Background: an optimization exercise with open tools, aiming at small area, a short achievable clock period and few clock cycles per item. Do not read the settings as production practice. The RTL was checked by simulation tests, not by an equivalence proof against the original design. Power and IR drop assume default switching activity.

==> flow/design.v <==
`timescale 1ns / 1ps
`default_nettype none
package ppdr_pkg;
    localparam int VEL_W  = 16;
    localparam int DT_W   = 20;
    localparam int POS_W  = 48;
    localparam int HEAD_W = 32;
    localparam int CORD_W = 32;
    localparam int TRIG_W = 25;
    localparam int T_W    = 35;
    localparam int ACC_W  = 41;
    localparam logic [ACC_W-1:0] POS_HALF2 = ACC_W'(64'd31250 << 25);
    localparam logic [13:0]      DIV_D     = 14'd15625;
    localparam logic [ACC_W-1:0] ANG_HALF = ACC_W'(64'd1 << 27);
endpackage
`default_nettype wire
`timescale 1ns / 1ps
`default_nettype none
import ppdr_pkg::*;
module ppdr_cordic (
    input  logic              i_clk,
    input  logic [HEAD_W-1:0] i_fangle,
    output logic [4:0]        o_flags,
    input  logic              i_load,
    input  logic [HEAD_W-1:0] i_angle,
    input  logic [4:0]        i_flags,
    input  logic              i_step,
    output logic [TRIG_W-1:0] o_cos_mag,
    output logic              o_cos_neg,
    output logic [TRIG_W-1:0] o_sin_mag,
    output logic              o_sin_neg
);
    logic                     w_fflip;
    logic signed [CORD_W-1:0] w_fz;
    logic [1:0]               w_c1;
    logic [3:0]               w_c2;
    logic [7:0]               w_c3;
    logic                     w_s0;
    logic                     w_s1;
    logic                     w_s2;
    logic                     w_s3;
    always_comb begin
        w_fflip = (i_fangle[31] ^ i_fangle[30]) && (i_fangle != 32'h4000_0000);
        w_fz    = signed'({i_fangle[31] ^ w_fflip, i_fangle[30:0]});
        w_c1[1] = (w_fz >= 32'sd536870912);
        w_c1[0] = (w_fz >= -32'sd536870912);
        w_c2[0] = (w_fz >= -32'sd853804318);
        w_c2[1] = (w_fz >= -32'sd219937506);
        w_c2[2] = (w_fz >= 32'sd219937506);
        w_c2[3] = (w_fz >= 32'sd853804318);
        w_c3[0] = (w_fz >= -32'sd1021263225);
        w_c3[1] = (w_fz >= -32'sd686345411);
        w_c3[2] = (w_fz >= -32'sd387396413);
        w_c3[3] = (w_fz >= -32'sd52478599);
        w_c3[4] = (w_fz >= 32'sd52478599);
        w_c3[5] = (w_fz >= 32'sd387396413);
        w_c3[6] = (w_fz >= 32'sd686345411);
        w_c3[7] = (w_fz >= 32'sd1021263225);
        w_s0 = !w_fz[CORD_W-1];
        w_s1 = w_c1[w_s0];
        w_s2 = w_c2[{w_s0, w_s1}];
        w_s3 = w_c3[{w_s0, w_s1, w_s2}];
    end
    assign o_flags = {w_fflip, w_s0, w_s1, w_s2, w_s3};
    logic                     r_flip;
    logic [4:0]               r_j;
    logic signed [CORD_W-1:0] r_x;
    logic signed [CORD_W-1:0] r_y;
    logic signed [CORD_W-1:0] r_z;
    logic signed [CORD_W-1:0] w_z0;
    logic signed [CORD_W-1:0] w_x4;
    logic signed [CORD_W-1:0] w_y4;
    logic signed [CORD_W-1:0] w_zc;
    assign w_z0 = signed'({i_angle[31] ^ i_flags[4], i_angle[30:0]});
    always_comb begin
        case (i_flags[3:0])
            4'b1111: begin w_x4 = -32'sd50940067; w_y4 = 32'sd1069741433; w_zc = 32'sd1106267981; end
            4'b1110: begin w_x4 = 32'sd213948287; w_y4 = 32'sd1049365407; w_zc = 32'sd936258469; end
            4'b1101: begin w_x4 = 32'sd458460614; w_y4 = 32'sd967861297; w_zc = 32'sd771350167; end
            4'b1100: begin w_x4 = 32'sd682596914; w_y4 = 32'sd825229107; w_zc = 32'sd601340655; end
            4'b1011: begin w_x4 = 32'sd825229107; w_y4 = 32'sd682596914; w_zc = 32'sd472401169; end
            4'b1010: begin w_x4 = 32'sd967861297; w_y4 = 32'sd458460614; w_zc = 32'sd302391657; end
            4'b1001: begin w_x4 = 32'sd1049365407; w_y4 = 32'sd213948287; w_zc = 32'sd137483355; end
            4'b1000: begin w_x4 = 32'sd1069741433; w_y4 = -32'sd50940067; w_zc = -32'sd32526157; end
            4'b0111: begin w_x4 = 32'sd1069741435; w_y4 = 32'sd50940067; w_zc = 32'sd32526157; end
            4'b0110: begin w_x4 = 32'sd1049365407; w_y4 = -32'sd213948287; w_zc = -32'sd137483355; end
            4'b0101: begin w_x4 = 32'sd967861297; w_y4 = -32'sd458460614; w_zc = -32'sd302391657; end
            4'b0100: begin w_x4 = 32'sd825229105; w_y4 = -32'sd682596914; w_zc = -32'sd472401169; end
            4'b0011: begin w_x4 = 32'sd682596916; w_y4 = -32'sd825229107; w_zc = -32'sd601340655; end
            4'b0010: begin w_x4 = 32'sd458460614; w_y4 = -32'sd967861297; w_zc = -32'sd771350167; end
            4'b0001: begin w_x4 = 32'sd213948287; w_y4 = -32'sd1049365407; w_zc = -32'sd936258469; end
            4'b0000: begin w_x4 = -32'sd50940069; w_y4 = -32'sd1069741433; w_zc = -32'sd1106267981; end
        endcase
    end
    logic [31:0]              w_at;
    logic signed [CORD_W-1:0] w_xs;
    logic signed [CORD_W-1:0] w_ys;
    logic signed [CORD_W-1:0] w_xn;
    logic signed [CORD_W-1:0] w_yn;
    logic signed [CORD_W-1:0] w_zn;
    always_comb begin
        case (r_j)
            5'd0:       w_at = 32'd42667331;
            5'd1:       w_at = 32'd21354465;
            5'd2:       w_at = 32'd10679838;
            5'd3:       w_at = 32'd5340245;
            5'd4:       w_at = 32'd2670163;
            5'd5:       w_at = 32'd1335087;
            5'd6:       w_at = 32'd667544;
            5'd7:       w_at = 32'd333772;
            5'd8:       w_at = 32'd166886;
            5'd9:       w_at = 32'd83443;
            5'd10:      w_at = 32'd41722;
            5'd11:      w_at = 32'd20861;
            5'd12:      w_at = 32'd10430;
            5'd13:      w_at = 32'd5215;
            5'd14:      w_at = 32'd2608;
            5'd15:      w_at = 32'd1304;
            5'd16:      w_at = 32'd652;
            5'd17:      w_at = 32'd326;
            5'd18:      w_at = 32'd163;
            5'd19:      w_at = 32'd81;
            default: w_at = 32'd0;
        endcase
    end
    logic                     w_dir;
    logic signed [CORD_W-1:0] w_xi;
    logic signed [CORD_W-1:0] w_yi;
    assign w_dir = !r_z[CORD_W-1];
    assign w_xi  = w_dir ? r_x : ~r_x;
    assign w_yi  = w_dir ? ~r_y : r_y;
    assign w_xs  = (w_xi >>> 4) >>> r_j;
    assign w_ys  = (w_yi >>> 4) >>> r_j;
    ppdr_add32 u_addx (.i_a(r_x), .i_b(w_ys), .i_c(w_dir), .o_s(w_xn));
    ppdr_add32 u_addy (.i_a(r_y), .i_b(w_xs), .i_c(!w_dir), .o_s(w_yn));
    ppdr_add32 u_addz (.i_a(r_z), .i_b(w_dir ? ~w_at : w_at), .i_c(w_dir), .o_s(w_zn));
    always_ff @(posedge i_clk) begin
        if (i_load) begin
            r_x    <= w_x4;
            r_y    <= w_y4;
            r_z    <= w_z0 - w_zc;
            r_j    <= 5'd0;
            r_flip <= i_flags[4];
        end else if (i_step) begin
            r_x <= w_xn;
            r_y <= w_yn;
            r_z <= w_zn;
            r_j <= r_j + 5'd1;
        end
    end
    logic [CORD_W-1:0] w_xm;
    logic [CORD_W-1:0] w_ym;
    assign w_xm = (r_x[CORD_W-1] ? ~r_x : r_x) + (r_x[CORD_W-1] ? CORD_W'(33) : CORD_W'(32));
    assign w_ym = (r_y[CORD_W-1] ? ~r_y : r_y) + (r_y[CORD_W-1] ? CORD_W'(33) : CORD_W'(32));
    assign o_cos_mag = TRIG_W'(w_xm >> 6);
    assign o_cos_neg = r_x[CORD_W-1] ^ r_flip;
    assign o_sin_mag = TRIG_W'(w_ym >> 6);
    assign o_sin_neg = r_y[CORD_W-1] ^ r_flip;
endmodule
module ppdr_add32 (
    input  logic [31:0] i_a,
    input  logic [31:0] i_b,
    input  logic        i_c,
    output logic [31:0] o_s
);
    logic [31:0] w_g;
    logic [31:0] w_p;
    logic [31:0] w_gg [0:5];
    logic [31:0] w_pp [0:5];
    assign w_g = i_a & i_b;
    assign w_p = i_a ^ i_b;
    assign w_gg[0] = {w_g[31:1], w_g[0] | (w_p[0] & i_c)};
    assign w_pp[0] = w_p;
    for (genvar l = 0; l < 5; l++) begin : g_lvl
        for (genvar i = 0; i < 32; i++) begin : g_bit
            if (i >= (1 << l)) begin : g_op
                assign w_gg[l+1][i] = w_gg[l][i] | (w_pp[l][i] & w_gg[l][i-(1<<l)]);
                assign w_pp[l+1][i] = w_pp[l][i] & w_pp[l][i-(1<<l)];
            end else begin : g_pass
                assign w_gg[l+1][i] = w_gg[l][i];
                assign w_pp[l+1][i] = w_pp[l][i];
            end
        end
    end
    assign o_s = w_p ^ {w_gg[5][30:0], i_c};
endmodule
`default_nettype wire
`timescale 1ns / 1ps
`default_nettype none
import ppdr_pkg::*;
module ppdr_div3 (
    input  logic [34:0] i_a,
    output logic [34:0] o_y
);
    logic [13:0] w_rem [0:3];
    logic [20:0] w_dq  [0:3];
    logic [14:0] w_r   [0:2];
    logic [2:0]  w_ge;
    assign w_rem[0] = i_a[34:21];
    assign w_dq[0]  = i_a[20:0];
    for (genvar i = 0; i < 3; i++) begin : g_step
        assign w_r[i]      = {w_rem[i], w_dq[i][20]};
        assign w_ge[i]     = (w_r[i] >= {1'b0, DIV_D});
        assign w_rem[i+1]  = w_ge[i] ? 14'(w_r[i] - {1'b0, DIV_D}) : w_r[i][13:0];
        assign w_dq[i+1]   = {w_dq[i][19:0], w_ge[i]};
    end
    assign o_y = {w_rem[3], w_dq[3]};
endmodule
import ppdr_pkg::*;
module planar_pose_dead_reckoning_top (
    input  logic                    i_clk,
    input  logic                    i_rst_n,
    input  logic                    i_valid,
    output logic                    o_ready,
    input  logic signed [VEL_W-1:0] i_linear_velocity,
    input  logic signed [VEL_W-1:0] i_angular_velocity,
    input  logic [DT_W-1:0]         i_step_time,
    output logic                    o_valid,
    input  logic                    i_ready,
    output logic signed [POS_W-1:0] o_pos_x,
    output logic signed [POS_W-1:0] o_pos_y,
    output logic [HEAD_W-1:0]       o_heading,
    output logic signed [VEL_W-1:0] o_speed_echo,
    output logic signed [VEL_W-1:0] o_turn_rate_echo,
    output logic                    o_saturated
);
    localparam logic [4:0] LAST   = 5'd20;
    localparam logic [4:0] B_LAST = 5'd18;
    localparam logic [4:0] FLAGS0 = 5'b01000;
    logic                    a_valid;
    logic [4:0]              a_cnt;
    logic signed [VEL_W-1:0] r_v;
    logic signed [VEL_W-1:0] r_w;
    logic [DT_W-1:0]         r_dt;
    logic [2:0]              r_dig;
    logic                    r_h_first;
    logic                    r_h_p;
    logic                    r_h_t;
    logic [T_W-1:0]          r_p;
    logic [2:0]              r_kdig;
    logic                    r_k_en;
    logic [ACC_W-1:0]        r_hacc;
    logic [4:0]              r_hflags;
    logic                    b_valid;
    logic [4:0]              b_cnt;
    logic [T_W-1:0]          r_t;
    logic [TRIG_W:0]         r_cm;
    logic [TRIG_W:0]         r_sm;
    logic                    r_xneg;
    logic                    r_yneg;
    logic [ACC_W-1:0]        r_ax;
    logic [ACC_W-1:0]        r_ay;
    logic signed [VEL_W-1:0] r_ev;
    logic signed [VEL_W-1:0] r_ew;
    logic                    r_sat;
    logic signed [POS_W-1:0] r_pos_x;
    logic signed [POS_W-1:0] r_pos_y;
    logic [HEAD_W-1:0]       r_head;
    logic [4:0]              r_head_flags;
    logic                    r_oready;
    logic                    r_ovalid;
    logic                    w_xfer;
    logic                    n_a_valid;
    logic [4:0]              n_a_cnt;
    logic                    n_b_valid;
    logic [4:0]              n_b_cnt;
    logic [4:0]              w_flags;
    logic [TRIG_W-1:0]       w_cos_mag;
    logic                    w_cos_neg;
    logic [TRIG_W-1:0]       w_sin_mag;
    logic                    w_sin_neg;
    assign w_xfer    = r_oready && a_valid;
    assign n_a_valid = r_oready ? i_valid : a_valid;
    assign n_a_cnt   = r_oready ? 5'd0 : ((a_cnt == LAST) ? LAST : a_cnt + 5'd1);
    assign n_b_valid = w_xfer || (b_valid && !(r_ovalid && i_ready));
    assign n_b_cnt   = w_xfer ? 5'd0 : ((b_cnt == B_LAST) ? B_LAST : b_cnt + 5'd1);
    ppdr_cordic u_cordic (
        .i_clk     (i_clk),
        .i_fangle  (r_hacc[HEAD_W-1:0]),
        .o_flags   (w_flags),
        .i_load    (r_oready),
        .i_angle   (a_valid ? r_hacc[HEAD_W-1:0] : r_head),
        .i_flags   (a_valid ? r_hflags : r_head_flags),
        .i_step    (a_cnt != LAST),
        .o_cos_mag (w_cos_mag),
        .o_cos_neg (w_cos_neg),
        .o_sin_mag (w_sin_mag),
        .o_sin_neg (w_sin_neg)
    );
    logic [VEL_W-1:0]  w_vmag;
    logic [VEL_W-1:0]  w_wmag;
    logic [2:0]        n_dig;
    logic [T_W-1:0]    w_hb;
    logic [T_W-1:0]    w_horner;
    logic [HEAD_W-1:0] w_head_new;
    assign w_vmag = r_v[VEL_W-1] ? VEL_W'(-r_v) : VEL_W'(r_v);
    assign w_wmag = r_w[VEL_W-1] ? VEL_W'(-r_w) : VEL_W'(r_w);
    always_comb begin
        case (n_a_cnt)
            5'd1:    n_dig = {2'b00, w_wmag[15]};
            5'd2:    n_dig = w_wmag[14:12];
            5'd3:    n_dig = w_wmag[11:9];
            5'd4:    n_dig = w_wmag[8:6];
            5'd5:    n_dig = w_wmag[5:3];
            5'd6:    n_dig = w_wmag[2:0];
            5'd9:    n_dig = {2'b00, w_vmag[15]};
            5'd10:   n_dig = w_vmag[14:12];
            5'd11:   n_dig = w_vmag[11:9];
            5'd12:   n_dig = w_vmag[8:6];
            5'd13:   n_dig = w_vmag[5:3];
            default: n_dig = w_vmag[2:0];
        endcase
    end
    assign w_hb     = r_h_first ? '0 : ((r_h_t ? r_t : r_p) << 3);
    assign w_horner = w_hb + (T_W'(r_dt) * T_W'(r_dig));
    logic [2:0] n_kdig;
    always_comb begin
        case (n_a_cnt)
            5'd9:      n_kdig = 3'd6;
            5'd10:     n_kdig = 3'd6;
            5'd11:     n_kdig = 3'd2;
            5'd12:     n_kdig = 3'd0;
            5'd13:     n_kdig = 3'd1;
            5'd14:     n_kdig = 3'd7;
            5'd15:     n_kdig = 3'd2;
            5'd16:     n_kdig = 3'd5;
            5'd17:     n_kdig = 3'd2;
            default: n_kdig = 3'd0;
        endcase
    end
    assign w_head_new = r_w[VEL_W-1] ? (r_head - r_hacc[HEAD_W:1])
                                     : (r_head + r_hacc[HEAD_W:1]);
    logic [ACC_W-1:0] w_xm_acc;
    logic [T_W-1:0]   w_xm_a;
    logic [2:0]       w_xm_d;
    logic [ACC_W-1:0] w_ax_mul;
    logic [ACC_W-1:0] w_ay_mul;
    logic [34:0]      w_ax_div;
    logic [34:0]      w_ay_div;
    assign w_xm_acc = r_k_en ? r_hacc : r_ax;
    assign w_xm_a   = r_k_en ? r_p : r_t;
    assign w_xm_d   = r_k_en ? r_kdig : r_cm[2:0];
    assign w_ax_mul = (w_xm_acc + (ACC_W'(w_xm_a) * ACC_W'(w_xm_d))) >> 3;
    assign w_ay_mul = (r_ay + (ACC_W'(r_t) * ACC_W'(r_sm[2:0]))) >> 3;
    ppdr_div3 u_divx (.i_a(r_ax[34:0]), .o_y(w_ax_div));
    ppdr_div3 u_divy (.i_a(r_ay[34:0]), .o_y(w_ay_div));
    logic                    w_sel_y;
    logic signed [POS_W-1:0] w_pos;
    logic [20:0]             w_q;
    logic                    w_neg;
    logic signed [POS_W:0]   w_d;
    logic signed [POS_W:0]   w_s;
    logic                    w_clip;
    logic [POS_W-1:0]        w_npos;
    assign w_sel_y = b_cnt[0];
    assign w_pos   = w_sel_y ? r_pos_y : r_pos_x;
    assign w_q     = w_sel_y ? r_ay[20:0] : r_ax[20:0];
    assign w_neg   = w_sel_y ? r_yneg : r_xneg;
    assign w_d     = w_neg ? -signed'((POS_W+1)'(w_q)) : signed'((POS_W+1)'(w_q));
    assign w_s     = signed'({w_pos[POS_W-1], w_pos}) + w_d;
    assign w_clip  = (w_s[POS_W] != w_s[POS_W-1]);
    assign w_npos  = w_clip ? {w_s[POS_W], {(POS_W-1){!w_s[POS_W]}}} : w_s[POS_W-1:0];
    always_ff @(posedge i_clk) begin
        if (!i_rst_n) begin
            a_valid      <= 1'b0;
            b_valid      <= 1'b0;
            a_cnt        <= LAST;
            b_cnt        <= B_LAST;
            r_oready     <= 1'b1;
            r_ovalid     <= 1'b0;
            r_pos_x      <= '0;
            r_pos_y      <= '0;
            r_head       <= '0;
            r_head_flags <= FLAGS0;
        end else begin
            a_valid  <= n_a_valid;
            a_cnt    <= n_a_cnt;
            b_valid  <= n_b_valid;
            b_cnt    <= n_b_cnt;
            r_oready <= !n_a_valid || (n_a_cnt == LAST && !n_b_valid);
            r_ovalid <= n_b_valid && (n_b_cnt == B_LAST);
            if (w_xfer) begin
                r_head       <= r_hacc[HEAD_W-1:0];
                r_head_flags <= r_hflags;
            end
            if (b_valid && b_cnt == 5'd16) begin
                r_pos_x <= w_npos;
            end
            if (b_valid && b_cnt == 5'd17) begin
                r_pos_y <= w_npos;
            end
        end
    end
    always_ff @(posedge i_clk) begin
        r_dig     <= n_dig;
        r_h_first <= (n_a_cnt == 5'd1) || (n_a_cnt == 5'd9);
        r_h_p     <= (n_a_cnt >= 5'd1) && (n_a_cnt <= 5'd6);
        r_h_t     <= (n_a_cnt >= 5'd9) && (n_a_cnt <= 5'd14);
        r_k_en    <= (n_a_cnt >= 5'd9) && (n_a_cnt <= 5'd17);
        r_kdig    <= n_kdig;
        if (r_oready) begin
            r_v    <= i_linear_velocity;
            r_w    <= i_angular_velocity;
            r_dt   <= i_step_time;
            r_hacc <= ANG_HALF;
        end else begin
            if (r_h_p) begin
                r_p <= w_horner;
            end
            if (r_k_en) begin
                r_hacc <= w_ax_mul;
            end
            if (a_cnt == 5'd18) begin
                r_hacc[HEAD_W-1:0] <= w_head_new;
            end
            if (a_cnt == 5'd19) begin
                r_hflags <= w_flags;
            end
        end
        if (r_h_t) begin
            r_t <= w_horner;
        end
        if (w_xfer) begin
            r_cm   <= {w_cos_mag, 1'b0};
            r_sm   <= {w_sin_mag, 1'b0};
            r_xneg <= r_v[VEL_W-1] ^ w_cos_neg;
            r_yneg <= r_v[VEL_W-1] ^ w_sin_neg;
            r_ax   <= POS_HALF2;
            r_ay   <= POS_HALF2;
            r_ev   <= r_v;
            r_ew   <= r_w;
        end else begin
            r_cm <= r_cm >> 3;
            r_sm <= r_sm >> 3;
            if (b_cnt <= 5'd8) begin
                r_ax <= w_ax_mul;
                r_ay <= w_ay_mul;
            end else if (b_cnt <= 5'd15) begin
                r_ax[34:0] <= w_ax_div;
                r_ay[34:0] <= w_ay_div;
            end
            if (b_cnt == 5'd16) begin
                r_sat <= w_clip;
            end else if (b_cnt == 5'd17) begin
                r_sat <= r_sat | w_clip;
            end
        end
    end
    assign o_ready          = r_oready;
    assign o_valid          = r_ovalid;
    assign o_pos_x          = r_pos_x;
    assign o_pos_y          = r_pos_y;
    assign o_heading        = r_head;
    assign o_speed_echo     = r_ev;
    assign o_turn_rate_echo = r_ew;
    assign o_saturated      = r_sat;
endmodule
`default_nettype wire
==> flow/flow/run.sh <==
#!/bin/bash
# The standard layout (standard.sh, unchanged synthesis and steps), with
# the timing repair aiming 7 ns below the clock period instead of at it; the
# clock period and constraints are the design's. make's full output goes to
# make_finish.log here, and each ORFS step's log to orfs/logs/.
set -euo pipefail
bash standard.sh SETUP_SLACK_MARGIN=7 finish > make_finish.log 2>&1
==> flow/standard.sh <==
#!/bin/bash
# synth_recipe.tcl (not shown) runs the flow's synth.tcl, then flattens the netlist and writes it again
# the make line also repeats each setting of config.mk as NAME=value (left out here)
make -C /OpenROAD-flow-scripts/flow DESIGN_CONFIG=/design/flow/config.mk WORK_HOME=/design/flow/orfs CLKGATE_MAP_FILE= SYNTH_SCRIPT=/design/flow/synth_recipe.tcl "${@:-finish}"
==> flow/config.mk <==
export PLATFORM = sky130hd
export DESIGN_NAME = planar_pose_dead_reckoning_top
export DESIGN_NICKNAME = planar_pose_dead_reckoning_top
export VERILOG_FILES = /design/flow/design.v
export SDC_FILE = /design/flow/constraint.sdc
export NUM_CORES = 4
export LEC_CHECK = 0
export CAP_MARGIN = 20
export CORE_MARGIN = 2
export CORE_UTILIZATION = 72
export SLEW_MARGIN = 20
export TNS_END_PERCENT = 5
==> flow/constraint.sdc <==
create_clock -name core_clock -period 12.5 [get_ports {i_clk}]
set_input_delay 2.5000 -clock core_clock [delete_from_list [all_inputs] [get_ports {i_clk}]]
set_output_delay 2.5000 -clock core_clock [all_outputs]
set_load 0.01 [all_outputs]
==> results of run 1 <==
-- worst max path at each step --
| stage | endpoint | cells after the start | slack, ps |
|---|---|---|---|
| after detailed placement | r_pos_x[41] | 24 | 5380 |
| after global routing | u_cordic.r_x[30] | 26 | 6620 |
| after floorplan | r_pos_y[10] | 31 | 6810 |
| final | u_divy.i_a[32] | 20 | 6760 |
| after global placement | r_pos_x[2] | 24 | 5550 |
| after CTS | u_cordic.r_z[31] | 19 | 6840 |
-- worst max-delay path, delay by kind of cell (launching register included) --
family                     cells  cell delay [ps]
AOI/OAI and AO/OA             12             2890
adders and majority gates      3             1420
and+or+nand+nor                3              640
DFF                            1              430
buffers and inverters          2              240
-- sequential cells by signal, summed over array words and instances (netlist names), 32 cells and up --
| register | cells |
|---|---|
| u_cordic.r_z | 32 |
| u_cordic.r_x | 32 |
| u_cordic.i_fangle | 32 |
| u_divy.i_a | 35 |
| r_pos_y | 48 |
| r_head | 32 |
| u_divx.i_a | 35 |
| r_pos_x | 48 |
| r_p | 35 |
| r_t | 35 |
| u_cordic.r_y | 32 |
-- kinds of logic (layout without fill, tap and decap cells) --
kind of cell	count (synthesis)	count (layout)	share of synthesized area
adders and majority gates	534	534	0.146
xor gates and xnor gates	548	548	0.0874
buffers and inverters	700	864	0.0487
AOI/OAI and AO/OA	1727	1727	0.198
DFF	614	614	0.271
and+or+nand+nor	2088	2103	0.171
muxes	364	367	0.0777
other	0	12	0
-- timing repair --
item                                    4_1_cts  5_1_grt
pin swaps                                    21       57
endpoints found under the setup margin      233      189
cloned                                       23       13
buffers inserted                             48       61
gates resized for setup                     158      147
-- cell type report --
type,count,area share
inverter,332,0.0205
multi-input combinational,5279,0.617
tap,978,0.0194
timing repair buffer,398,0.0656
clock inverter,37,0.00670
clock buffer,94,0.0326
timing repair inverter,3,0.000239
antenna,12,0.000477
sequential,614,0.237
-- routing by layer --
metal	vias to the layer above	GRT usage	wire length, µm
met3	1060	0.119	25800
li1	23700	-	-
met4	6	0.324	16800
met1	25400	0.573	68700
met5	-	0	130
met2	4254	0.725	84700
-- stage by stage --
step           worst slack, ps  hold slack [ps]  instance area (µm²)   util
2_1_floorplan             6810              392                55300      -
3_3_place_gp              5550              403                57600  0.759
3_5_place_dp              5380              406                57600  0.760
4_1_cts                   6840              426                61500  0.811
5_1_grt                   6620              432                62900  0.830
6_report                  6760              431                62900  0.830
-- power breakdown --
| part | leakage [nW] | switching [mW] | internal (mW) |
|---|---|---|---|
| Sequential | 5.44 | 0.725 | 2.60 |
| Clock | 1.21 | 0.946 | 1.30 |
| Combinational | 19.2 | 6.63 | 4.60 |
| Total | 25.8 | 8.30 | 8.49 |
-- cell usage after synthesis, types with 134 or more instances --
cell type	count
a21oi_1	467
nand2_1	891
clkbuf_1	287
ha_1	351
edfxtp_1	259
mux2i_1	166
nor3_1	134
o21ai_0	488
nor2_1	512
xor2_1	182
dfxtp_1	355
fa_1	182
mux2_2	163
inv_1	323
xnor2_1	365
==> flow_metrics.env, run 1 <==
export IMPL_final_common_cell="nand2_1"
export IMPL_drt_iter0_markers=7653
export IMPL_synth_warnings=9
export IMPL_core_um2=75800
export IMPL_ys_flop_type="dfxtp_1"
export IMPL_syn_area_per_cell_um2=8.37
export IMPL_fin_crit_sh=0.459
export IMPL_grt_use_total=0.468
export IMPL_cts_buffers=71
export IMPL_async_reset_ff_frac=0
export IMPL_rows=101
export IMPL_first_global_vias=51100
export IMPL_final_fill_count=4595
export IMPL_critPathMaxFanout=18
export IMPL_critPathLaunch="r_sm[2]"
export IMPL_reg2reg_depth=20
export IMPL_netlist_top_cells_area="edfxtp_1 (14%), dfxtp_1 (13%), ha_1 (8.0%)"
export IMPL_cp_slowest_cell="fa_1"
export IMPL_total_leakage_power_nw=25.8
export IMPL_io_buffers=218
export IMPL_seqCellArea_um2=14900
export IMPL_grt_setup_unrepaired="yes"
export IMPL_setup_viol=0
export IMPL_clk_pin_slew_ps=70
export IMPL_routabilityCongestion=1.01
export IMPL_cts_sinks=614
export IMPL_synth_seq_cells=614
export IMPL_max_freq_mhz=174
export IMPL_min_from="r_sm[21]"
export IMPL_vias_per_cell=7.03
export IMPL_ir_worst_vdd_v=0.000183
export IMPL_setup_tns_final_ps=0
export IMPL_finalNonFillerCells=7747
export IMPL_htree_levels=3
export IMPL_synth_seq_area_share=0.271
export IMPL_synth_edff_count=259
export IMPL_drtAntennaViolNets=0
export IMPL_via_count=54400
export IMPL_syn_num_nets=7164
export IMPL_max_slew_margin=0.0545
export IMPL_drive_gt1_frac=0.115
export IMPL_layout_cells_most_common_list="nand2_1 (884), nor2_1 (506), a21oi_1 (451), o21ai_0 (382), xnor2_1 (352)"
export IMPL_drc=0
export IMPL_ios=219
export IMPL_place_hpwl_um=133000
export IMPL_cts_tree="yes"
export IMPL_start_util=0.725
export IMPL_hold_class="reg -> reg"
export IMPL_path_class="reg -> reg"
export IMPL_slew_viol_final=0
export IMPL_grt_remaining_overflow=0
export IMPL_hold_buffers=0
export IMPL_r2r_end="u_divy.i_a[32]"
export IMPL_r2r_start="r_sm[2]"
export IMPL_wl_per_cell_um=25.3
export IMPL_synth_cell_types=110
export IMPL_grt_pass1_wl_um=288000
export IMPL_area_delta_synth_final_pct=14.4
export IMPL_powerDensity_nw_per_um2=267
export IMPL_finalHoldViolCount=0
export IMPL_maxCapViolations=0
export IMPL_critical_path_arrival_ps=6290
export IMPL_place_inst=7459
export IMPL_slowest_delay_ps=610
export IMPL_synth_top_area_frac=0.141
export IMPL_die_h_um=280
export IMPL_hold_path_endpoint="r_sm[18]"
export IMPL_synth_top_area_cell="edfxtp_1"
export IMPL_worstSkewPairLatency_ps=650
export IMPL_crit_chain="buf_12, nand2_1, fa_1, inv_1, fa_1, ha_4, a21oi_1, nor2b_1, a311o_1, o311a_4, a41oi_4, o21ai_4, o2111ai_4, a21oi_2, o311a_1, o31a_1, or4b_1, o21ai_0, o21ai_0, a31oi_1"
export IMPL_grt_max_degree=166
export IMPL_min_period_ps=5740
export IMPL_die_w_um=280
export IMPL_clockRootBuffer="clkbuf_16"
export IMPL_status="timing/DRC/antenna clean"
export IMPL_final_nets=7288
export IMPL_firstDrtPassIters=11
export IMPL_worstPathRequired_ps=13050
export IMPL_syn_area_um2=55000
export IMPL_startpoint_type="flop"
export IMPL_multi_input_area_um2=38800
export IMPL_netlist_instances=6575
export IMPL_r2r_setup_slack_ps=6760
export IMPL_die_area_um2=78600
export IMPL_whs_path_depth=2
export IMPL_routed_wl_um=196000
export IMPL_endpoint_kind="flop"
export IMPL_finClkSkew_ps=32.7
export IMPL_p_total_mw=16.8
export IMPL_cts_path_max_buffers=3
export IMPL_antenna_found_initial=12
export IMPL_tightest_slew_ps=1400
Testbench counts, summed over its fixed seeds: cycles 50,560, items 2,400.
==> run 2, diff against run 1 <==
--- a/flow/config.mk
+++ b/flow/config.mk
@@ -7,6 +7,6 @@
 export LEC_CHECK = 0
 export CAP_MARGIN = 20
 export CORE_MARGIN = 2
-export CORE_UTILIZATION = 72
+export CORE_UTILIZATION = 65
 export SLEW_MARGIN = 20
-export TNS_END_PERCENT = 5
+export TNS_END_PERCENT = 20
==> run 2 against run 1 <==
Setup slack improved by 90 ps. Still clean. Clock skew fell by 2.6 ps. Global-route usage decreased by 5.3 points. Wire length fell by 4.4%. Power is 0.90% lower. Via count fell by 4.4%. Sequential power about the same. Clock power about the same. Flip-flop and latch count unchanged. Core utilization decreased by 7.2 points. Highest routed layer unchanged. First-iteration DRC count down 24%. Worst hold slack lost 8.1 ps.
==> flow_metrics.env, run 2 <==
export IMPL_htree_levels=3
export IMPL_die_h_um=295
export IMPL_synth_edff_count=259
export IMPL_met1_length_um=72600
export IMPL_die_w_um=295
export IMPL_firstDrtPassIters=8
export IMPL_clk_pin_slew_ps=60
export IMPL_critical_path_arrival_ps=6030
export IMPL_hold_class="reg -> reg"
export IMPL_r2r_setup_slack_ps=6850
export IMPL_cts_path_max_buffers=3
export IMPL_max_freq_mhz=177
export IMPL_r2r_start="u_cordic.r_j[0]"
export IMPL_total_leakage_power_nw=26.0
export IMPL_routabilityCongestion=0.994
export IMPL_synth_seq_area_share=0.271
export IMPL_routed_wl_um=187000
export IMPL_synth_cell_types=110
export IMPL_setup_viol=0
export IMPL_path_class="reg -> reg"
export IMPL_ios=219
export IMPL_hold_buffers=0
export IMPL_max_slew_margin=0.230
export IMPL_cts_buffers=74
export IMPL_antenna_found_initial=20
export IMPL_rows=106
export IMPL_synth_commonest_cells="nand2_1 (891), nor2_1 (512), o21ai_0 (488), a21oi_1 (467), xnor2_1 (365)"
export IMPL_fin_crit_sh=0.452
export IMPL_maxCapViolations=0
export IMPL_min_period_ps=5650
export IMPL_grt_use_total=0.416
export IMPL_finalHoldViolCount=0
export IMPL_layout_cells_most_common_list="nand2_1 (885), nor2_1 (505), a21oi_1 (448), o21ai_0 (373), xnor2_1 (349)"
export IMPL_wl_per_cell_um=23.6
export IMPL_reg2reg_depth=22
export IMPL_cts_tree="yes"
export IMPL_grt_remaining_overflow=0
export IMPL_powerDensity_nw_per_um2=262
export IMPL_startpoint_type="flop"
export IMPL_via_count=52000
export IMPL_netlist_top_cells_area="edfxtp_1 (14%), dfxtp_1 (13%), ha_1 (8.0%)"
export IMPL_tightest_slew_ps=1150
export IMPL_slew_viol_final=0
export IMPL_cts_sinks=614
export IMPL_area_delta_synth_final_pct=15.4
export IMPL_async_reset_ff_frac=0
export IMPL_synth_seq_cells=614
export IMPL_drtAntennaViolNets=0
export IMPL_ir_worst_vdd_v=0.000166
export IMPL_place_hpwl_um=134000
export IMPL_final_nets=7324
export IMPL_wl_met3_um=20100
export IMPL_core_um2=83700
export IMPL_r2r_end="u_cordic.r_y[31]"
export IMPL_critPathMaxFanout=8
export IMPL_yosysMostFrequentCell="nand2_1"
export IMPL_clockRootBuffer="clkbuf_16"
export IMPL_min_from="r_cm[20]"
export IMPL_grt_pass1_wl_um=281000
export IMPL_worstPathRequired_ps=12880
export IMPL_top_regs="r_pos_x (48), r_pos_y (48)"
export IMPL_finClkSkew_ps=30.1
export IMPL_routed_top_layer="met5"
export IMPL_synth_top_area_cell="edfxtp_1"
export IMPL_drc=0
export IMPL_io_buffers=218
export IMPL_ys_flop_type="dfxtp_1"
export IMPL_die_area_um2=87000
export IMPL_netlist_instances=6575
export IMPL_worstSkewPairLatency_ps=660
export IMPL_setup_tns_final_ps=0
export IMPL_whs_path_depth=2
export IMPL_final_common_cell="nand2_1"
export IMPL_start_util=0.657
export IMPL_syn_num_nets=7164
export IMPL_synth_top_area_frac=0.141
export IMPL_status="timing/DRC/antenna clean"
export IMPL_endpoint_kind="flop"
export IMPL_synth_warnings=9
export IMPL_vias_per_cell=6.56
export IMPL_met2WireLength_um=82500
export IMPL_hold_path_endpoint="r_cm[17]"
export IMPL_syn_area_per_cell_um2=8.37
export IMPL_drt_iter0_markers=5806
export IMPL_drive_gt1_frac=0.123
export IMPL_syn_area_um2=55000
export IMPL_grt_setup_unrepaired="yes"
export IMPL_grt_max_degree=186
export IMPL_p_total_mw=16.6
export IMPL_first_global_vias=48600
## run 2: layout make-up
class | instances | area [µm²]
timing repair buffer | 435 | 4260
sequential | 614 | 15000
antenna | 6 | 15.0
clock inverter | 29 | 274
inverter | 332 | 1280
clock buffer | 104 | 2230
fill | 6153 | 20200
tap | 1134 | 1420
multi-input combinational | 5277 | 39000
timing repair inverter | 1 | 5.00
## run 2: cells by family after synthesis
kind of cell / count (synthesis) / share of synthesized area
flip-flops: 614 / 0.271
adder cells (fa/ha/maj): 534 / 0.146
buffers and inverters: 700 / 0.0487
XOR/XNOR: 548 / 0.0874
AND/OR/NAND/NOR: 2088 / 0.171
multiplexers: 364 / 0.0777
AO/OA/AOI/OAI: 1727 / 0.198
## run 2: worst max-delay path by stage
stage                                from                to  slack (ps)
after floorplan                  b_cnt[0]       r_pos_y[10]        6810
after global placement           b_cnt[0]        r_pos_x[2]        5190
after detailed placement         b_cnt[0]       r_pos_y[35]        4970
after CTS                 u_cordic.r_j[0]  u_cordic.r_y[31]        6810
after global routing      u_cordic.r_j[0]  u_cordic.r_x[30]        6730
final                     u_cordic.r_j[0]  u_cordic.r_y[31]        6850
## run 2: per-stage QoR
step	hold slack, ps	utilization	instance area, µm²	instances	worst slack, ps
final	423	0.758	63500	7932	6850
after global routing	448	0.758	63500	7927	6730
after CTS	425	0.738	61800	7838	6810
after detailed placement	411	0.691	57800	7617	4970
after global placement	407	0.691	57800	7617	5190
after floorplan	392	-	55300	6575	6810
## run 2: worst max-delay path, cell delays in order, from the launching register on
cell	delay [ps]
dfxtp_4	480
clkbuf_16	230
mux4_2	530
xnor2_2	190
mux2i_2	110
mux2i_1	230
a21oi_2	120
fa_2	410
a21o_1	190
a21o_1	210
a2111oi_4	350
o21ai_1	120
a21o_1	230
o311ai_4	330
a21oi_4	130
o311ai_4	260
a21oi_2	120
o41ai_2	390
buf_4	200
o211ai_1	90
a21oi_1	190
xnor2_1	130
mux2i_1	90
## run 2: metal layers
metal	vias to the layer above	GRT usage
li1	23700	-
met1	24700	0.531
met2	2935	0.651
met3	696	0.0983
met4	16	0.226
met5	-	0
## run 2: where the power goes
group          switching [mW]  internal, mW  total [mW]
Combinational            6.43          4.64        11.1
Sequential              0.709          2.60        3.31
Clock                   0.929          1.33        2.26
## run 2: what timing repair did
| action | CTS | global route |
|---|---|---|
| buffers inserted | 69 | 83 |
| gates resized for setup | 141 | 210 |
| pin swaps | 25 | 82 |
| endpoints found under the setup margin | 227 | 201 |
| gates cloned | 19 | 4 |
==> run 3, diff against run 2 <==
==> flow/flow/run.sh (replaced) <==
#!/bin/bash
# The standard layout (standard.sh, unchanged synthesis and steps), with
# the timing repair aiming 8 ns below the clock period instead of at it; the
# clock period and constraints are the design's. make's full output goes to
# make_finish.log here, and each ORFS step's log to orfs/logs/.
set -euo pipefail
bash standard.sh SETUP_SLACK_MARGIN=8 finish > make_finish.log 2>&1
--- a/flow/config.mk
+++ b/flow/config.mk
@@ -9,4 +9,4 @@
 export CORE_MARGIN = 2
 export CORE_UTILIZATION = 65
 export SLEW_MARGIN = 20
-export TNS_END_PERCENT = 20
+export TNS_END_PERCENT = 5
==> run 3 against run 2 <==
Via count grew 2.1%. Setup slack gained 8.2 ps. Flip-flop and latch count is the same. Clock skew grew 12 ps. Die area is the same. Clock power shrank 4%. Cell count grew 0.39%. Non-clock buffer count grew 23. Maximum frequency grew 0.15%. Sequential power is essentially flat. Sequential share of layout area shrank 0.14 points. Critical path type unchanged. Critical endpoint is now r_pos_y[11]. Largest cell class unchanged. Largest power group unchanged. Highest routed layer unchanged.
==> flow_metrics.env, run 3 <==
export IMPL_synth_top_area_cell="edfxtp_1"
export IMPL_synth_edff_count=259
export IMPL_startpoint_type="flop"
export IMPL_routed_top_layer="met5"
export IMPL_crit_chain="buf_6, mux2i_2, ha_2, o221ai_4, nor3_2, nor3b_4, o221ai_2, o21ai_4, buf_12, o21ai_1, ha_1, nand3_1, o32a_1, o31a_1, a21oi_2, o22ai_2, o21ai_2, xor2_2, or2_4, buf_12, buf_12, buf_8, nand3_4, o21ai_1"
export IMPL_endpoint_kind="flop"
export IMPL_die_h_um=295
export IMPL_setup_viol=0
export IMPL_netlist_top_cells_area="edfxtp_1 (14%), dfxtp_1 (13%), ha_1 (8.0%)"
export IMPL_grt_max_degree=80
export IMPL_yosysMostFrequentCell="nand2_1"
export IMPL_drt_iter0_markers=6475
export IMPL_whs_path_depth=2
export IMPL_finalHoldViolCount=0
export IMPL_place_area_um2=57800
export IMPL_max_freq_mhz=177
export IMPL_reg2reg_depth=24
export IMPL_finClkSkew_ps=42.1
export IMPL_netlist_instances=6575
export IMPL_worstPathRequired_ps=13070
export IMPL_drc=0
export IMPL_fin_crit_sh=0.451
export IMPL_firstDrtPassIters=9
export IMPL_via_count=53100
export IMPL_min_period_ps=5640
export IMPL_vias_per_cell=6.67
export IMPL_max_slew_margin=0.204
export IMPL_clockRootBuffer="clkbuf_16"
export IMPL_slowest_delay_ps=440
export IMPL_powerDensity_nw_per_um2=263
export IMPL_die_w_um=295
export IMPL_hold_class="reg -> reg"
export IMPL_synth_commonest_cells="nand2_1 (891), nor2_1 (512), o21ai_0 (488), a21oi_1 (467), xnor2_1 (365)"
export IMPL_critical_path_arrival_ps=6210
export IMPL_cp_slowest_cell="o32a_1"
export IMPL_clk_pin_slew_ps=60
export IMPL_met2WireLength_um=86700
export IMPL_antenna_found_initial=12
export IMPL_cts_path_max_buffers=3
export IMPL_ys_flop_type="dfxtp_1"
export IMPL_r2r_setup_slack_ps=6860
export IMPL_min_from="r_sm[23]"
export IMPL_syn_area_per_cell_um2=8.37
export IMPL_cts_tree="yes"
export IMPL_worstSkewPairLatency_ps=670
export IMPL_grt_pass1_wl_um=296000
export IMPL_synth_warnings=9
export IMPL_grt_remaining_overflow=0
export IMPL_ir_worst_vdd_v=0.000183
export IMPL_slew_viol_final=0
export IMPL_routed_wl_um=196000
export IMPL_final_common_cell="nand2_1"
export IMPL_core_um2=83700
export IMPL_critPathLaunch="b_cnt[0]"
export IMPL_hold_path_endpoint="r_sm[20]"
export IMPL_tightest_slew_ps=1180
export IMPL_total_leakage_power_nw=26.2
export IMPL_status="timing/DRC/antenna clean"
export IMPL_synth_top_area_frac=0.141
export IMPL_drive_gt1_frac=0.127
export IMPL_met1_length_um=72100
export IMPL_r2r_end="r_pos_y[11]"
export IMPL_grt_setup_unrepaired="yes"
export IMPL_syn_area_um2=55000
export IMPL_path_class="reg -> reg"
export IMPL_cts_sinks=614
export IMPL_area_delta_synth_final_pct=16.0
export IMPL_wl_met3_um=22500
export IMPL_synth_seq_cells=614
export IMPL_critPathMaxFanout=5
export IMPL_cts_buffers=73
export IMPL_synth_seq_area_share=0.271
export IMPL_place_hpwl_um=136000
export IMPL_final_fill_count=5996
export IMPL_drtAntennaViolNets=0
export IMPL_layout_cells_most_common_list="nand2_1 (886), nor2_1 (503), a21oi_1 (446), o21ai_0 (375), xnor2_1 (349)"
export IMPL_fin_area_um2=63800
export IMPL_top_regs="r_pos_x (48), r_pos_y (48)"
export IMPL_maxCapViolations=0
export IMPL_htree_levels=3
export IMPL_ios=219
export IMPL_start_util=0.657
export IMPL_synth_cell_types=110
export IMPL_r2r_start="b_cnt[0]"
export IMPL_io_buffers=218
export IMPL_wl_per_cell_um=24.6
export IMPL_cpMostUsedCell="buf_12"
export IMPL_final_nets=7350
export IMPL_first_global_vias=50400
export IMPL_grt_use_total=0.439
export IMPL_routabilityCongestion=1.04
export IMPL_rows=106
export IMPL_setup_tns_final_ps=0
export IMPL_syn_num_nets=7164
export IMPL_async_reset_ff_frac=0
export IMPL_die_area_um2=87000
-- run 3: worst max-delay path, delay by kind of cell, from the launching register on --
kind | cells | cell delay (ps)
AO/OA/AOI/OAI | 10 | 2200
AND/OR/NAND/NOR | 5 | 1070
adder cells (fa/ha/maj) | 2 | 670
buffers and inverters | 5 | 630
flip-flops | 1 | 430
XOR/XNOR | 1 | 310
multiplexers | 1 | 220
-- run 3: worst max path at each step --
stage / end / slack (ps) / depth (start not counted)
6_report: r_pos_y[11] / 6860 / 24
5_1_grt: r_pos_y[16] / 6710 / 24
4_1_cts: u_cordic.r_y[31] / 7070 / 23
3_5_place_dp: r_pos_x[2] / 5150 / 24
3_3_place_gp: r_pos_x[2] / 5300 / 24
2_1_floorplan: r_pos_y[10] / 6810 / 31
-- run 3: layer usage --
| layer | GRT usage | up-vias |
|---|---|---|
| met1 | 0.542 | 25100 |
| met5 | 0 | - |
| met2 | 0.690 | 3364 |
| met3 | 0.106 | 844 |
| li1 | - | 23800 |
| met4 | 0.279 | 14 |
-- run 3: power by group --
part / total [mW] / internal, mW / switching [mW] / leakage, nW
sequential: 3.32 / 2.60 / 0.722 / 5.44
combinational: 11.2 / 4.73 / 6.52 / 19.6
clock: 2.18 / 1.24 / 0.945 / 1.17
total: 16.8 / 8.57 / 8.19 / 26.2
-- run 3: cells by family after synthesis --
family	synth area share
DFF	0.271
xor gates and xnor gates	0.0874
buffers and inverters	0.0487
AOI/OAI and AO/OA	0.198
and+or+nand+nor	0.171
muxes	0.0777
adders and majority gates	0.146
-- run 3: cell type report --
type                    count  area, µm²  area share
multi-input cells        5280      39000       0.612
flip-flops and latches    614      14900       0.234
repair buffers            458       4690      0.0734
clock buffers             111       2180      0.0342
well taps                1134       1420      0.0222
inverters                 332       1280      0.0201
clock inverters            25        224     0.00351
diodes                      7       17.5    0.000275
repair inverters            2       12.5    0.000196
-- run 3: repair_timing --
| action | in CTS | in global routing |
|---|---|---|
| endpoints found under the setup margin | 325 | 291 |
| hold buffers | 0 | 0 |
| buffers inserted | 142 | 33 |
| gates cloned | 29 | 2 |
| gates resized for setup | 276 | 70 |
| pin swaps | 73 | 42 |
| endpoints found under the hold margin | 0 | 0 |
-- run 3: per-stage QoR --
| step | setup WS (ps) | std cells | hold slack [ps] | util | total power [mW] |
|---|---|---|---|---|---|
| finish | 6860 | 7963 | 420 | 0.762 | 16.8 |
| global route | 6710 | 7958 | 443 | 0.762 | 17.8 |
| CTS | 7070 | 7921 | 419 | 0.756 | 16.1 |
| detailed placement | 5150 | 7614 | 415 | 0.691 | 13.1 |
| global placement | 5300 | 7613 | 407 | 0.690 | 12.8 |
| floorplan | 6810 | 6575 | 392 | - | 10.7 |
==> run 4, diff against run 3 <==
==> flow/flow/run.sh (replaced) <==
#!/bin/bash
# The standard layout (standard.sh, unchanged synthesis and steps), with
# the timing repair aiming 7.5 ns below the clock period instead of at it; the
# clock period and constraints are the design's. make's full output goes to
# make_finish.log here, and each ORFS step's log to orfs/logs/.
set -euo pipefail
bash standard.sh SETUP_SLACK_MARGIN=7.5 finish > make_finish.log 2>&1
==> run 4 against run 3 <==
Still clean. Non-clock buffer count increased by 19. Critical path depth fell by 4. Setup slack better by 82 ps. Via count shrank 0.56%. Sequential power about the same. Maximum frequency grew 1.5%. Clock power barely moved. Cell area up 0.69%. Die area unchanged. Area after synthesis is the same. Critical path type unchanged. Largest power group unchanged.
==> flow_metrics.env, run 4 <==
export IMPL_status="timing/DRC/antenna clean"
export IMPL_yosysMostFrequentCell="nand2_1"
export IMPL_die_area_um2=87000
export IMPL_total_leakage_power_nw=26.3
export IMPL_wl_per_cell_um=24.2
export IMPL_synth_top_family_by_area="compound AO/OA/AOI/OAI gates"
export IMPL_tightest_slew_ps=1330
export IMPL_max_freq_mhz=180
export IMPL_p_total_mw=17.0
export IMPL_maxCapViolations=0
export IMPL_clk_pin_slew_ps=70
export IMPL_worstSkewPairLatency_ps=670
export IMPL_die_h_um=295
export IMPL_critPathMaxFanout=14
export IMPL_htree_levels=3
export IMPL_grt_max_degree=188
export IMPL_clockRootBuffer="clkbuf_16"
export IMPL_synth_commonest_cells="nand2_1 (891), nor2_1 (512), o21ai_0 (488), a21oi_1 (467), xnor2_1 (365)"
export IMPL_finClkSkew_ps=32.4
export IMPL_endpoint_kind="flop"
export IMPL_critical_path_arrival_ps=5920
export IMPL_ir_worst_vdd_v=0.000225
export IMPL_routed_wl_um=194000
export IMPL_preCtsSetupSlack_ps=5220
export IMPL_multi_input_area_um2=39400
export IMPL_synth_seq_cells=614
export IMPL_ys_flop_type="dfxtp_1"
export IMPL_seqCellArea_um2=14900
export IMPL_synth_warnings=9
export IMPL_crit_chain="buf_12, mux4_2, xnor2_1, mux2i_1, a211oi_2, a21oi_1, ha_1, a21o_1, a2111oi_4, o21ai_1, a21o_1, o311ai_4, a21oi_4, o311ai_4, a21oi_2, o41ai_4, buf_4, o21bai_1, a211oi_1, o31ai_1"
export IMPL_slew_viol_final=0
export IMPL_async_reset_ff_frac=0
export IMPL_synth_xor_xnor_area_share=0.0874
export IMPL_netlist_instances=6575
export IMPL_grt_pass1_wl_um=290000
export IMPL_synthAdderAreaFrac=0.146
export IMPL_synth_edff_count=259
export IMPL_drt_iter0_markers=5899
export IMPL_cts_sinks=614
export IMPL_fin_ws_ps=6940
export IMPL_netlist_top_cells_area="edfxtp_1 (14%), dfxtp_1 (13%), ha_1 (8.0%)"
export IMPL_layout_cells_most_common_list="nand2_1 (876), nor2_1 (498), a21oi_1 (449), o21ai_0 (377), xnor2_1 (344)"
export IMPL_area_delta_synth_final_pct=16.8
export IMPL_setup_viol=0
export IMPL_cts_tree="yes"
export IMPL_min_period_ps=5560
export IMPL_place_area_um2=57800
export IMPL_final_nets=7364
export IMPL_first_global_vias=49600
export IMPL_synth_top_area_frac=0.141
export IMPL_ios=219
export IMPL_fin_crit_sh=0.445
export IMPL_cp_slowest_cell="mux4_2"
export IMPL_top_regs="r_pos_x (48), r_pos_y (48)"
export IMPL_rows=106
export IMPL_vias_per_cell=6.62
export IMPL_synth_top_area_cell="edfxtp_1"
export IMPL_synthMuxAreaShare=0.0777
export IMPL_firstDrtPassIters=8
export IMPL_finalNonFillerCells=7981
export IMPL_cts_buffers=72
export IMPL_die_w_um=295
export IMPL_max_slew_margin=0.101
export IMPL_syn_area_per_cell_um2=8.37
export IMPL_routabilityCongestion=0.973
export IMPL_io_buffers=218
export IMPL_drive_gt1_frac=0.135
export IMPL_powerDensity_nw_per_um2=264
export IMPL_final_common_cell="nand2_1"
export IMPL_hold_class="reg -> reg"
export IMPL_grt_remaining_overflow=0
export IMPL_synth_simple_gate_area_frac=0.171
export IMPL_slowest_delay_ps=520
export IMPL_drc=0
export IMPL_synth_cell_types=110
export IMPL_syn_area_um2=55000
export IMPL_synth_seq_area_share=0.271
export IMPL_fin_area_um2=64200
export IMPL_startpoint_type="flop"
export IMPL_path_class="reg -> reg"
export IMPL_worstPathRequired_ps=12870
export IMPL_setup_tns_final_ps=0
export IMPL_via_count=52800
export IMPL_grt_setup_unrepaired="yes"
export IMPL_cts_path_max_buffers=3
export IMPL_final_fill_count=6049
export IMPL_hold_buffers=0
export IMPL_drtAntennaViolNets=0
export IMPL_core_um2=83700
export IMPL_grt_use_total=0.431
export IMPL_antenna_found_initial=13
export IMPL_synth_compound_area_share=0.198
export IMPL_finalHoldViolCount=0
export IMPL_place_inst=7616
export IMPL_start_util=0.657
export IMPL_place_hpwl_um=135000
export IMPL_syn_num_nets=7164
==> run 4: cell count changes in the layout (fill, tap and decap cells not counted), moves of 6 or more <==
| cell | delta |
|---|---|
| buf_4 | +20 |
| clkinvlp_4 | -6 |
| diode_2 | +6 |
| ha_1 | -12 |
| ha_4 | +7 |
| mux2_2 | -13 |
| mux2_4 | +13 |
| nand2_1 | -10 |
| nand2_2 | +8 |
| nor2_2 | +7 |
==> run 4: per-layer routing <==
metal	vias up	share of wire	GRT usage	routed length (µm)
met5	-	0.00013	0	26
met4	4	0.073	0.259	14100
met3	713	0.12	0.117	23300
met2	3195	0.43	0.657	83500
met1	25100	0.38	0.548	72600
li1	23800	-	-	-
==> run 4: worst max-delay path: cells and delay by family (launching register included) <==
family / cells / cell delay, ps
AOI/OAI and AO/OA: 14 / 3080
muxes: 2 / 730
DFF: 1 / 440
buffers and inverters: 2 / 390
adders and majority gates: 1 / 350
xor gates and xnor gates: 1 / 250
==> run 4: final timing paths <==
| path | slack [ps] | start | end | depth (start not counted) |
|---|---|---|---|---|
| setup / recovery | 6940 | u_cordic.r_j[1] | u_cordic.r_y[27] | 20 |
| setup reg to reg | 6940 | u_cordic.r_j[1] | u_cordic.r_y[27] | 20 |
| hold / removal | 420 | r_cm[22] | r_cm[19] | 2 |
| hold reg to reg | 420 | r_cm[22] | r_cm[19] | 2 |
==> run 4: cells by family (layout without fill, tap and decap cells) <==
group	after synthesis	in the layout
AO/OA/AOI/OAI	1727	1727
XOR/XNOR	548	548
adder cells (fa/ha/maj)	534	534
buffers and inverters	700	943
flip-flops	614	614
multiplexers	364	367
other	0	13
AND/OR/NAND/NOR	2088	2101
==> run 4: per-stage QoR <==
step,utilization,hold WS [ps]
after global routing,0.767,449
after floorplan,-,392
after global placement,0.691,406
final,0.768,424
after detailed placement,0.691,408
after CTS,0.755,421
==> run 4: repair_timing <==
| action | 4_1_cts | 5_1_grt |
|---|---|---|
| setup buffers | 140 | 51 |
| pin swaps | 78 | 58 |
| resized for setup | 282 | 134 |
| setup endpoints to repair | 271 | 214 |
| gates cloned | 25 | 2 |
==> run 4: layout make-up <==
type,count,area share
multi-input cells,5277,0.613
well taps,1134,0.0221
inverters,332,0.0200
diodes,13,0.000506
clock inverters,23,0.00417
flip-flops and latches,614,0.233
repair buffers,477,0.0742
clock buffers,110,0.0336
repair inverters,1,0.0000779
==> run 4: power breakdown <==
part,internal [mW],switching [mW],total (mW)
Combinational,4.84,6.64,11.5
Sequential,2.60,0.689,3.29
Clock,1.28,0.928,2.21
Total,8.72,8.26,17.0
==> run 5, diff against run 4 <==
==> flow/flow/run.sh (replaced) <==
#!/bin/bash
# The standard layout (standard.sh, unchanged synthesis and steps), with
# the timing repair aiming 6.5 ns below the clock period instead of at it; the
# clock period and constraints are the design's. make's full output goes to
# make_finish.log here, and each ORFS step's log to orfs/logs/.
set -euo pipefail
bash standard.sh SETUP_SLACK_MARGIN=6.5 finish > make_finish.log 2>&1
==> run 5 against run 4 <==
Combinational power is 8% lower. Highest routed layer unchanged. Non-clock buffer count is 127 lower. Die area stayed put. Cell area is 4.1% lower. Sequential share of layout area is 0.95 points higher. Still clean on timing, DRC and antenna. Count of clock-buffer cells in the layout is 14 lower. Critical endpoint is now u_cordic.r_y[29]. Synthesized cell count stayed put. Critical path depth is 1 higher.
==> flow_metrics.env, run 5 <==
export IMPL_layout_cells_most_common_list="nand2_1 (888), nor2_1 (507), o21ai_0 (476), a21oi_1 (461), xnor2_1 (360)"
export IMPL_seqCellArea_um2=14900
export IMPL_die_area_um2=87000
export IMPL_cts_buffers=73
export IMPL_ys_flop_type="dfxtp_1"
export IMPL_rows=106
export IMPL_setup_viol=0
export IMPL_critPathLaunch="u_cordic.r_x[25]"
export IMPL_worstSkewPairLatency_ps=670
export IMPL_grt_setup_unrepaired="yes"
export IMPL_clockRootBuffer="clkbuf_16"
export IMPL_first_global_vias=48500
export IMPL_p_sw_mw=7.86
export IMPL_tightest_slew_ps=1130
export IMPL_grt_max_degree=81
export IMPL_top_regs="r_pos_x (48), r_pos_y (48)"
export IMPL_r2r_start="u_cordic.r_x[25]"
export IMPL_core_um2=83700
export IMPL_place_inst=7624
export IMPL_synth_top_area_frac=0.141
export IMPL_critPathMaxFanout=8
export IMPL_power_frac_comb=0.659
export IMPL_maxCapViolations=0
export IMPL_vias_per_cell=6.59
export IMPL_powerDensity_nw_per_um2=260
export IMPL_min_period_ps=6000
export IMPL_final_common_cell="nand2_1"
export IMPL_async_reset_ff_frac=0
export IMPL_grt_pass1_wl_um=280000
export IMPL_postLayoutCoreUtil=0.736
export IMPL_grt_use_total=0.413
export IMPL_final_nets=7226
export IMPL_total_leakage_power_nw=25.3
export IMPL_drtAntennaViolNets=0
export IMPL_start_util=0.657
export IMPL_hold_path_endpoint="r_cm[18]"
export IMPL_hold_buffers=0
export IMPL_htree_levels=3
export IMPL_wl_per_cell_um=23.7
export IMPL_io_buffers=218
export IMPL_endpoint_kind="flop"
export IMPL_area_delta_synth_final_pct=12.0
export IMPL_cts_sinks=614
export IMPL_max_freq_mhz=167
export IMPL_clk_pin_slew_ps=60
export IMPL_r2r_setup_slack_ps=6500
export IMPL_finalNonFillerCells=7838
export IMPL_path_class="reg -> reg"
export IMPL_syn_area_per_cell_um2=8.37
export IMPL_netlist_top_cells_area="edfxtp_1 (14%), dfxtp_1 (13%), ha_1 (8.0%)"
export IMPL_synth_seq_area_share=0.271
export IMPL_p_sw_frac=0.490
export IMPL_status="timing/DRC/antenna clean"
export IMPL_max_slew_margin=0.247
export IMPL_synth_seq_cells=614
export IMPL_drt_iter0_markers=5742
export IMPL_startpoint_type="flop"
export IMPL_ir_worst_vdd_v=0.000212
export IMPL_min_from="r_cm[21]"
export IMPL_slew_viol_final=0
export IMPL_hold_class="reg -> reg"
export IMPL_die_w_um=295
export IMPL_worstPathRequired_ps=12880
export IMPL_clkPwrFrac=0.137
export IMPL_synth_edff_count=259
export IMPL_syn_area_um2=55000
export IMPL_cts_tree="yes"
export IMPL_synth_cell_types=110
export IMPL_multi_input_area_um2=38000
export IMPL_fin_crit_sh=0.480
export IMPL_setup_tns_final_ps=0
export IMPL_cts_path_max_buffers=3
export IMPL_synth_top_area_cell="edfxtp_1"
export IMPL_internal_power_mw=8.19
export IMPL_routed_wl_um=185000
export IMPL_yosysMostFrequentCell="nand2_1"
export IMPL_syn_num_nets=7164
export IMPL_synth_commonest_cells="nand2_1 (891), nor2_1 (512), o21ai_0 (488), a21oi_1 (467), xnor2_1 (365)"
export IMPL_final_fill_count=6385
export IMPL_finalHoldViolCount=0
export IMPL_grt_remaining_overflow=0
export IMPL_r2r_end="u_cordic.r_y[29]"
export IMPL_reg2reg_depth=21
export IMPL_finClkSkew_ps=29.0
export IMPL_routabilityCongestion=1.04
export IMPL_netlist_instances=6575
export IMPL_firstDrtPassIters=6
export IMPL_drc=0
export IMPL_via_count=51700
export IMPL_drive_gt1_frac=0.0918
export IMPL_die_h_um=295
export IMPL_p_seq_frac=0.204
export IMPL_ios=219
export IMPL_critical_path_arrival_ps=6380
export IMPL_antenna_found_initial=14
export IMPL_synth_warnings=9
export IMPL_whs_path_depth=2
export IMPL_place_hpwl_um=137000
==> run 5: logic make-up after synthesis <==
| kind of cell | after synthesis | synth area share |
|---|---|---|
| multiplexers | 364 | 0.0777 |
| AND/OR/NAND/NOR | 2088 | 0.171 |
| XOR/XNOR | 548 | 0.0874 |
| AO/OA/AOI/OAI | 1727 | 0.198 |
| buffers and inverters | 700 | 0.0487 |
| flip-flops | 614 | 0.271 |
| adder cells (fa/ha/maj) | 534 | 0.146 |
==> run 5: worst max-delay path by stage <==
| stage | end | slack, ps | depth (start not counted) |
|---|---|---|---|
| after floorplan | u_cordic.r_y[29] | 6320 | 26 |
| after global placement | r_pos_x[7] | 5230 | 23 |
| after detailed placement | r_pos_x[20] | 5140 | 23 |
| after CTS | r_ax[37] | 6320 | 21 |
| after global routing | u_cordic.r_y[29] | 6230 | 21 |
| final | u_cordic.r_y[29] | 6500 | 21 |
==> run 5: worst max-delay path: stages (launching register included) <==
cell	delay, ps
edfxtp_1	620
mux4_2	550
xnor2_1	180
nand2_1	90
nand2_1	80
o21a_1	200
mux2i_1	340
ha_1	310
a21o_1	190
a21o_1	250
a2111oi_2	430
o21ai_0	150
a21o_1	260
o311ai_4	310
a21oi_2	170
o311ai_4	300
a21oi_2	140
o41ai_4	420
o21ai_0	180
o31ai_1	290
xor2_1	180
a21oi_1	80
==> run 5: per-stage QoR <==
stage	instance area (µm²)	power (mW)	hold WS [ps]	worst slack, ps
2_1_floorplan	55100	10.7	392	6320
3_3_place_gp	57800	12.9	406	5230
3_5_place_dp	57800	13.1	411	5140
4_1_cts	60600	15.5	426	6320
5_1_grt	61600	17.1	444	6230
6_report	61600	16.0	416	6500
==> run 5: layout make-up <==
| type | count | area share |
|---|---|---|
| clock inverter | 40 | 0.00623 |
| timing repair inverter | 2 | 0.000162 |
| tap | 1134 | 0.0230 |
| sequential | 614 | 0.242 |
| multi-input combinational | 5264 | 0.617 |
| antenna | 6 | 0.000244 |
| timing repair buffer | 350 | 0.0573 |
| clock buffer | 96 | 0.0329 |
| inverter | 332 | 0.0207 |
==> run 5: metal layers <==
metal / vias to the layer above / GRT usage / wire [µm]
met5: - / 0 / 77
met4: 10 / 0.230 / 12600
met3: 681 / 0.0940 / 19500
met2: 2979 / 0.646 / 82200
met1: 24600 / 0.530 / 71000
li1: 23500 / - / -
==> run 5: repair_timing <==
| item | 4_1_cts | 5_1_grt |
|---|---|---|
| cloned | 3 | 11 |
| hold endpoints to repair | 0 | 0 |
| buffers inserted | 14 | 44 |
| setup endpoints to repair | 177 | 179 |
| pin swaps | 4 | 11 |
| gates resized for setup | 53 | 97 |
==> run 5: power groups by stage <==
| stage | clock network, mW | logic [mW] | registers, mW |
|---|---|---|---|
| final | 2.19 | 10.6 | 3.28 |
| after global routing | 2.27 | 11.5 | 3.30 |
| after CTS | 2.19 | 10.0 | 3.26 |
| after detailed placement | 0 | 9.79 | 3.31 |
| after global placement | 0 | 9.58 | 3.29 |
| after floorplan | 0 | 7.79 | 2.91 |
==> run 6, diff against run 5 <==
==> flow/flow/run.sh (replaced) <==
#!/bin/bash
# The standard layout, with the timing repair aiming 8 ns below the clock period
set -euo pipefail
bash standard.sh SETUP_SLACK_MARGIN=8 finish > make_finish.log 2>&1
==> run 6 against run 5 <==
Still clean on timing, DRC and antenna. Via count increased by 2.8%. Flip-flop and latch count is the same. Area after synthesis stayed put. Synthesized cell count stayed put. Worst hold slack gained 4.4 ps. Cell count grew 1.6%. Critical path depth up 3.
==> flow_metrics.env, run 6 <==
export IMPL_cp_slowest_cell="o32a_1"
export IMPL_final_fill_count=5996
export IMPL_finClkSkew_ps=42.1
export IMPL_via_count=53100
export IMPL_cts_buffers=73
export IMPL_max_freq_mhz=177
export IMPL_async_reset_ff_frac=0
export IMPL_ir_worst_vdd_v=0.000183
export IMPL_vias_per_cell=6.67
export IMPL_setup_viol=0
export IMPL_clockRootBuffer="clkbuf_16"
export IMPL_critPathMaxFanout=5
export IMPL_reg2reg_depth=24
export IMPL_synth_top_area_cell="edfxtp_1"
export IMPL_first_global_vias=50400
export IMPL_total_leakage_power_nw=26.2
export IMPL_ios=219
export IMPL_hold_class="reg -> reg"
export IMPL_die_h_um=295
export IMPL_min_period_ps=5640
export IMPL_start_util=0.657
export IMPL_cpMostUsedCell="buf_12"
export IMPL_crit_chain="buf_6, mux2i_2, ha_2, o221ai_4, nor3_2, nor3b_4, o221ai_2, o21ai_4, buf_12, o21ai_1, ha_1, nand3_1, o32a_1, o31a_1, a21oi_2, o22ai_2, o21ai_2, xor2_2, or2_4, buf_12, buf_12, buf_8, nand3_4, o21ai_1"
export IMPL_fin_crit_sh=0.451
export IMPL_cts_sinks=614
export IMPL_grt_remaining_overflow=0
export IMPL_syn_area_per_cell_um2=8.37
export IMPL_path_depth=24
export IMPL_io_buffers=218
export IMPL_status="timing/DRC/antenna clean"
export IMPL_synth_warnings=9
export IMPL_yosysMostFrequentCell="nand2_1"
export IMPL_critPathCapture="r_pos_y[11]"
export IMPL_tightest_slew_ps=1180
export IMPL_worstSkewPairLatency_ps=670
export IMPL_critical_path_top_delay_family="compound AO/OA/AOI/OAI gates"
export IMPL_finalNonFillerCells=7963
export IMPL_netlist_instances=6575
export IMPL_netlist_top_cells_area="edfxtp_1 (14%), dfxtp_1 (13%), ha_1 (8.0%)"
export IMPL_routabilityCongestion=1.04
export IMPL_fin_ws_ps=6860
export IMPL_antenna_found_initial=12
export IMPL_synth_seq_area_share=0.271
export IMPL_ys_flop_type="dfxtp_1"
export IMPL_grt_setup_unrepaired="yes"
export IMPL_grt_max_degree=80
export IMPL_slowest_delay_ps=440
export IMPL_finalHoldViolCount=0
export IMPL_wl_per_cell_um=24.6
export IMPL_synth_top_area_frac=0.141
export IMPL_drive_gt1_frac=0.127
export IMPL_routed_wl_um=196000
export IMPL_place_hpwl_um=136000
export IMPL_fin_area_um2=63800
export IMPL_synth_commonest_cells="nand2_1 (891), nor2_1 (512), o21ai_0 (488), a21oi_1 (467), xnor2_1 (365)"
export IMPL_maxCapViolations=0
export IMPL_clk_pin_slew_ps=60
export IMPL_p_total_mw=16.8
export IMPL_postLayoutCoreUtil=0.762
export IMPL_drt_iter0_markers=6475
export IMPL_critPathLaunch="b_cnt[0]"
export IMPL_grt_pass1_wl_um=296000
export IMPL_drtAntennaViolNets=0
export IMPL_core_um2=83700
export IMPL_top_regs="r_pos_x (48), r_pos_y (48)"
export IMPL_die_w_um=295
export IMPL_place_inst=7614
export IMPL_drc=0
export IMPL_synth_seq_cells=614
export IMPL_firstDrtPassIters=9
export IMPL_rows=106
run 6: cell counts after synthesis:
No cell type changed its count.
run 6: cell type report:
class,count,area [µm²],share of cell area
Timing Repair inverter,2,12.5,0.000196
Clock inverter,25,224,0.00351
Sequential cell,614,14900,0.234
Timing Repair Buffer,458,4690,0.0734
Antenna cell,7,17.5,0.000275
Inverter,332,1280,0.0201
Tap cell,1134,1420,0.0222
Multi-Input combinational cell,5280,39000,0.612
Clock buffer,111,2180,0.0342
run 6: cell families (layout without fill, tap and decap cells):
group | after synthesis | after routing | share of synthesized area
buffers and inverters | 700 | 928 | 0.0487
other | 0 | 7 | 0
xor gates and xnor gates | 548 | 548 | 0.0874
muxes | 364 | 367 | 0.0777
adders and majority gates | 534 | 534 | 0.146
AOI/OAI and AO/OA | 1727 | 1727 | 0.198
and+or+nand+nor | 2088 | 2104 | 0.171
DFF | 614 | 614 | 0.271
run 6: worst min path at each step:
| stage | slack, ps | from | to | depth (start not counted) |
|---|---|---|---|---|
| after global placement | 410 | r_sm[3] | r_sm[0] | 1 |
| after global routing | 440 | r_sm[23] | r_sm[20] | 2 |
| final | 420 | r_sm[23] | r_sm[20] | 2 |
| after CTS | 420 | r_sm[23] | r_sm[20] | 2 |
| after floorplan | 390 | r_cm[4] | r_cm[1] | 2 |
| after detailed placement | 410 | r_cm[19] | r_cm[16] | 2 |
run 6: what timing repair did:
item	CTS	global route
resized for setup	276	70
gates cloned	29	2
endpoints found under the setup margin	325	291
pin swaps	73	42
hold endpoints to repair	0	0
buffers inserted	142	33
hold buffers	0	0
run 6: tightest hold or removal path, cell delays in order (launching register included):
cell and delay, ps:
dfxtp_1 300, nand2_1 40, o21ai_0 60
run 6: metal layers:
metal | wire (µm) | GRT usage | part of all wire | vias up
li1 | - | - | - | 23800
met1 | 72100 | 0.542 | 0.37 | 25100
met2 | 86700 | 0.690 | 0.44 | 3364
met3 | 22500 | 0.106 | 0.11 | 844
met4 | 14800 | 0.279 | 0.075 | 14
met5 | 91 | 0 | 0.00046 | -
run 6: power breakdown:
part           switching, mW  internal [mW]
logic                   6.52           4.73
clock network          0.945           1.24
registers              0.722           2.60
total                   8.19           8.57

-- afterwards: timing with drivers on the ports --
The results above use ideal ports. As a check the final layouts listed here were re-extracted and re-timed, cells and wires unchanged. Step 1, drivers: a clkbuf_16 drives i_clk and a buf_2 each remaining input, both assumed. Step 2 also shifts input and output timing later by t, the mid clock arrival at the registers, as if the neighbouring blocks saw the same clock. a / b / c = no drivers / after step 1 / after step 2; a / b = the first two.
| run | shift t [ns] | setup slack, ns |
|---|---|---|
| run 1 | 0.714 | 6.761 / 6.761 / 6.761 |
| run 2 | 0.726 | 6.852 / 6.852 / 6.852 |
| run 3 | 0.726 | 6.860 / 6.860 / 6.860 |
| run 4 | 0.726 | 6.942 / 6.942 / 6.942 |
| run 5 | 0.733 | 6.501 / 6.501 / 6.501 |
| run 6 | 0.726 | 6.860 / 6.860 / 6.860 |
After both steps every run listed still meets setup and hold.
